What follows belongs to an exercise in optimizing a design on an open flow for small area, a short achievable clock period and few clock cycles per item; a production flow would make more cautious choices.
At most, simulation tests tie the RTL to the original design; equivalence was not proved.
Power is estimated from default activity; no workload was simulated.

==> inputs of branch ember <==
// conv3x3_stream
module conv3x3_stream
#(
  parameter int DATA_W     = 8,
  parameter int COEF_W     = 8,
  parameter int NORM_SHIFT = 4
) (
  input  logic                  i_clk,
  input  logic                  i_rst,
  input  logic [9*DATA_W-1:0]   i_pixel_data,
  input  logic                  i_pixel_data_valid,
  input  logic                  i_pixel_data_last,
  output logic                  o_pixel_data_ready,
  output logic [DATA_W-1:0]     o_convolved_data,
  output logic                  o_convolved_data_valid,
  output logic                  o_convolved_data_last,
  output logic                  o_convolved_sat,
  input  logic                  i_out_ready,
  input  logic                  i_coef_we,
  input  logic [3:0]            i_coef_addr,
  input  logic [COEF_W-1:0]     i_coef_data,
  input  logic                  i_coef_commit,
  output logic                  o_cfg_pending
);
Settings: LEC_CHECK=0, CAP_MARGIN=20, CORE_MARGIN=2, CORE_UTILIZATION=55, CTS_CLUSTER_DIAMETER=80, CTS_CLUSTER_SIZE=22, SETUP_SLACK_MARGIN=2.4, SLEW_MARGIN=20, SYNTH_HIERARCHICAL=1; clock period 5.0 ns.
run.sh (not shown) runs the stock make flow with config.mk's settings and CLKGATE_MAP_FILE= SYNTH_SCRIPT=/design/flow/synth_recipe.tcl, a recipe that flattens the netlist after the stock synthesis.
==> branch zinc (differences from branch ember) <==
--- a/flow/design.v
+++ b/flow/design.v
@@ -1237,21 +1237,23 @@
     for (int k = 0; k < 9; k++) begin
       if (i_coef_we && i_coef_addr == 4'(k)) shadow_d[k] = i_coef_data;
     end
   end
   assign pend_req = pending_q | i_coef_commit;
   assign apply    = pend_req & ((acc & i_pixel_data_last) | (~in_frame_q & ~acc));
+  logic [8:0][7:0] bank_d;
+  assign bank_d = i_rst ? DEF_KERNEL : shadow_d;
+  always_ff @(posedge i_clk) begin
+    shadow_q <= bank_d;
+    if (apply | i_rst) coef_q <= bank_d;
+  end
   always_ff @(posedge i_clk) begin
     if (i_rst) begin
-      shadow_q   <= DEF_KERNEL;
-      coef_q     <= DEF_KERNEL;
       in_frame_q <= 1'b0;
       pending_q  <= 1'b0;
     end else begin
-      shadow_q <= shadow_d;
-      if (apply) coef_q <= shadow_d;
       if (acc) in_frame_q <= ~i_pixel_data_last;
       pending_q <= pend_req & ~apply;
     end
   end
   assign kq            = coef_q;
   assign o_cfg_pending = pending_q;
@@ -2444,14 +2446,26 @@
   logic [PW:0]        fcnt_d;
   assign acc      = i_pixel_data_valid & rdy_q;
   assign take     = out_v_q & i_out_ready;
   assign out_free = ~out_v_q | i_out_ready;
   assign pop      = out_free & fne_q;
   assign push     = res_v & ~(out_free & ~fne_q);
-  assign cnt_d    = cnt_q + {{(CW-1){1'b0}}, acc} - {{(CW-1){1'b0}}, take};
-  assign fcnt_d   = fcnt_q + {{PW{1'b0}}, push} - {{PW{1'b0}}, pop};
+  logic [CW-1:0] cnt_inc, cnt_dec;
+  logic          rdy_inc, rdy_dec, rdy_same;
+  logic [PW:0]   fcnt_inc, fcnt_dec;
+  logic          fne_dec;
+  assign cnt_inc  = cnt_q + 1'b1;
+  assign cnt_dec  = cnt_q - 1'b1;
+  assign rdy_inc  = (cnt_q < CW'(CAP - 1));
+  assign rdy_dec  = (cnt_q <= CW'(CAP));
+  assign rdy_same = (cnt_q < CW'(CAP));
+  assign cnt_d    = (acc == take) ? cnt_q : (acc ? cnt_inc : cnt_dec);
+  assign fcnt_inc = fcnt_q + 1'b1;
+  assign fcnt_dec = fcnt_q - 1'b1;
+  assign fne_dec  = (fcnt_q > 1);
+  assign fcnt_d   = (push == pop) ? fcnt_q : (push ? fcnt_inc : fcnt_dec);
   always_comb begin
     head = '0;
     for (int i = 0; i < NQ; i++) head = head | (mem_q[i] & {10{rp_q[i]}});
   end
   always_ff @(posedge i_clk) begin
     if (i_rst) begin
@@ -2461,15 +2475,15 @@
       wp_q    <= NQ'(1);
       rp_q    <= NQ'(1);
       fcnt_q  <= '0;
       fne_q   <= 1'b0;
     end else begin
       cnt_q  <= cnt_d;
-      rdy_q  <= (cnt_d < CW'(CAP));
+      rdy_q  <= (acc == take) ? rdy_same : (acc ? rdy_inc : rdy_dec);
       fcnt_q <= fcnt_d;
-      fne_q  <= (fcnt_d != '0);
+      fne_q  <= (push == pop) ? fne_q : (push | fne_dec);
       if (push) wp_q <= {wp_q[NQ-2:0], wp_q[NQ-1]};
       if (pop)  rp_q <= {rp_q[NQ-2:0], rp_q[NQ-1]};
       if (out_free) out_v_q <= res_v | fne_q;
     end
   end
   always_ff @(posedge i_clk) begin
ABC_AREA = 1   (was unset)
CORE_UTILIZATION = 65   (was 55)
SETUP_SLACK_MARGIN = 2.5   (was 2.4)
==> results.toml <==
[run_status]
status = "finished clean"

[critical_path]
cpMaxStageDelayCell = "fa_2"

[grt]
grt_pass1_wl_mm = 115
grt_max_degree = 89
grt.total_usage = 0.298

[layout]
drive_gt1_frac = 0.263

[floorplan]
initial_core_util = 0.559
dieArea_um2 = 53000

[yosys]
synth_xor_area_frac = 0.00374

[power]
peakVddDrop_uv = 343
Source of the figures above: branch ember

==> results.toml <==
[critical_path]
cpMaxStageDelayCell = "fa_1"

[power]
switching_power_uw = 6480
peakVddDrop_uv = 392

[floorplan]
dieArea_um2 = 45100
initial_core_util = 0.657

[timing]
max_freq_mhz = 396

[run_status]
status = "finished clean"

[layout]
buf_share = 0.0549
drive_gt1_frac = 0.240

[grt]
grt_max_degree = 86
grt.total_usage = 0.353
grt_pass1_wl_mm = 114
met1_usage = 0.473

[yosys]
synth_common_cells = "685 x nand2_1, 548 x fa_1, 363 x dfxtp_1, 170 x inv_1, 154 x nor2_1"
synth_xor_area_frac = 0.000931
Source of the figures above: branch zinc

Testbench counts of branch ember, summed over its fixed seeds: cycles 4,136, items 4,096.
Testbench counts of branch zinc, summed over its fixed seeds: cycles 4,136, items 4,096.

========
==> run K: inputs <==
conv3x3_stream, a different RTL version from the one above (not shown whole).
clock: 5.0 ns
lec_check: 0
cap_margin: 20
core_margin: 2
core_utilization: 55
cts_cluster_diameter: 80
cts_cluster_size: 22
setup_slack_margin: 2.55
slew_margin: 20
synth_hierarchical: 1
==> run C: changes against run K <==
--- a/flow/design.v
+++ b/flow/design.v
@@ -2447,12 +2447,24 @@
   assign acc      = i_pixel_data_valid & rdy_q;
   assign take     = out_v_q & i_out_ready;
   assign out_free = ~out_v_q | i_out_ready;
   assign pop      = out_free & fne_q;
   assign push     = res_v & ~(out_free & ~fne_q);
-  assign cnt_d    = cnt_q + {{(CW-1){1'b0}}, acc} - {{(CW-1){1'b0}}, take};
-  assign fcnt_d   = fcnt_q + {{PW{1'b0}}, push} - {{PW{1'b0}}, pop};
+  logic [CW-1:0] cnt_inc, cnt_dec;
+  logic          rdy_inc, rdy_dec, rdy_same;
+  logic [PW:0]   fcnt_inc, fcnt_dec;
+  logic          fne_dec;
+  assign cnt_inc  = cnt_q + 1'b1;
+  assign cnt_dec  = cnt_q - 1'b1;
+  assign rdy_inc  = (cnt_q < CW'(CAP - 1));
+  assign rdy_dec  = (cnt_q <= CW'(CAP));
+  assign rdy_same = (cnt_q < CW'(CAP));
+  assign cnt_d    = (acc == take) ? cnt_q : (acc ? cnt_inc : cnt_dec);
+  assign fcnt_inc = fcnt_q + 1'b1;
+  assign fcnt_dec = fcnt_q - 1'b1;
+  assign fne_dec  = (fcnt_q > 1);
+  assign fcnt_d   = (push == pop) ? fcnt_q : (push ? fcnt_inc : fcnt_dec);
   always_comb begin
     head = '0;
     for (int i = 0; i < NQ; i++) head = head | (mem_q[i] & {10{rp_q[i]}});
   end
   always_ff @(posedge i_clk) begin
@@ -2464,13 +2476,13 @@
       rp_q    <= NQ'(1);
       fcnt_q  <= '0;
       fne_q   <= 1'b0;
     end else begin
       cnt_q  <= cnt_d;
-      rdy_q  <= (cnt_d < CW'(CAP));
+      rdy_q  <= (acc == take) ? rdy_same : (acc ? rdy_inc : rdy_dec);
       fcnt_q <= fcnt_d;
-      fne_q  <= (fcnt_d != '0);
+      fne_q  <= (push == pop) ? fne_q : (push | fne_dec);
       if (push) wp_q <= {wp_q[NQ-2:0], wp_q[NQ-1]};
       if (pop)  rp_q <= {rp_q[NQ-2:0], rp_q[NQ-1]};
       if (out_free) out_v_q <= res_v | fne_q;
     end
   end
Settings changed: CORE_UTILIZATION 55 to 65, CTS_CLUSTER_DIAMETER 80 to 90, CTS_CLUSTER_SIZE 22 to 26, GPL_ROUTABILITY_DRIVEN set to 0, SETUP_SLACK_MARGIN 2.55 to 2.5.
==> run A: changes against run K <==
--- a/flow/design.v
+++ b/flow/design.v
@@ -2447,12 +2447,24 @@
   assign acc      = i_pixel_data_valid & rdy_q;
   assign take     = out_v_q & i_out_ready;
   assign out_free = ~out_v_q | i_out_ready;
   assign pop      = out_free & fne_q;
   assign push     = res_v & ~(out_free & ~fne_q);
-  assign cnt_d    = cnt_q + {{(CW-1){1'b0}}, acc} - {{(CW-1){1'b0}}, take};
-  assign fcnt_d   = fcnt_q + {{PW{1'b0}}, push} - {{PW{1'b0}}, pop};
+  logic [CW-1:0] cnt_inc, cnt_dec;
+  logic          rdy_inc, rdy_dec, rdy_same;
+  logic [PW:0]   fcnt_inc, fcnt_dec;
+  logic          fne_dec;
+  assign cnt_inc  = cnt_q + 1'b1;
+  assign cnt_dec  = cnt_q - 1'b1;
+  assign rdy_inc  = (cnt_q < CW'(CAP - 1));
+  assign rdy_dec  = (cnt_q <= CW'(CAP));
+  assign rdy_same = (cnt_q < CW'(CAP));
+  assign cnt_d    = (acc == take) ? cnt_q : (acc ? cnt_inc : cnt_dec);
+  assign fcnt_inc = fcnt_q + 1'b1;
+  assign fcnt_dec = fcnt_q - 1'b1;
+  assign fne_dec  = (fcnt_q > 1);
+  assign fcnt_d   = (push == pop) ? fcnt_q : (push ? fcnt_inc : fcnt_dec);
   always_comb begin
     head = '0;
     for (int i = 0; i < NQ; i++) head = head | (mem_q[i] & {10{rp_q[i]}});
   end
   always_ff @(posedge i_clk) begin
@@ -2464,13 +2476,13 @@
       rp_q    <= NQ'(1);
       fcnt_q  <= '0;
       fne_q   <= 1'b0;
     end else begin
       cnt_q  <= cnt_d;
-      rdy_q  <= (cnt_d < CW'(CAP));
+      rdy_q  <= (acc == take) ? rdy_same : (acc ? rdy_inc : rdy_dec);
       fcnt_q <= fcnt_d;
-      fne_q  <= (fcnt_d != '0);
+      fne_q  <= (push == pop) ? fne_q : (push | fne_dec);
       if (push) wp_q <= {wp_q[NQ-2:0], wp_q[NQ-1]};
       if (pop)  rp_q <= {rp_q[NQ-2:0], rp_q[NQ-1]};
       if (out_free) out_v_q <= res_v | fne_q;
     end
   end
Settings changed: CORE_UTILIZATION 55 to 65, CTS_CLUSTER_DIAMETER 80 to 90, CTS_CLUSTER_SIZE 22 to 26, SETUP_SLACK_MARGIN 2.55 to 2.4.
==> comparison <==
Run K passed the timing, design-rule and antenna checks. Run A ran to the end with no violations. Run C produced a clean layout.
Cell area, lowest first: run A, run C, run K.
Global-route usage: run A is higher than run K (4.0 points).
Against run C, the die area of run K is higher by 18%.
First-iteration DRC count, highest first: run A, run C, run K.
Against run C, the wire length of run K is higher by about 6.6%.
Flip-flop and latch count is the same in run C and run K.
In area after synthesis, run C and run K hardly differ.
Power: run C < run A < run K.
In synthesized cell count, run K and run C hardly differ.
Core utilization: run K < run A < run C.
Testbench counts of run C, summed over its fixed seeds: cycles 4,136, items 4,096.
Testbench counts of run A, summed over its fixed seeds: cycles 4,136, items 4,096.
Only the layout flow was run in run K; the RTL was not checked for function there.

[separate check: timing with driven ports]
How much do the figures lean on ideal ports? The routed layouts below were timed once more, with nothing changed but the port constraints.
Step 1 (the two cells are an assumption about what drives the block):
set clk [get_ports {i_clk}]
set_driving_cell -lib_cell sky130_fd_sc_hd__clkbuf_16 $clk
set_driving_cell -lib_cell sky130_fd_sc_hd__buf_2 [delete_from_list [all_inputs] $clk]
Step 2 times the ports against the registers' clock, not the clock port: input delays grow and output delays shrink by t, the midpoint of the rising clock arrivals with the driver on.
Three values: ideal, step 1, step 2; two values: the first two.
| run | t, ns | slack for setup (ns) | cell pins on the clock port's net |
|---|---|---|---|
| branch ember | 0.669 | 2.405 / 2.396 / 1.727 | 1 |
| branch zinc | 0.663 | 2.473 / 2.465 / 1.801 | 1 |
| run K | 0.673 | 2.480 / 2.480 / 1.838 | 1 |
| run C | 0.631 | 2.496 / 2.496 / 1.867 | 1 |
| run A | 0.651 | 2.375 / 2.399 / 1.762 | 1 |
After both steps setup and hold are still met in every run listed. For branch ember, which loses most, drivers alone change the setup slack by -0.009 ns; drivers and shift together by -0.678 ns.
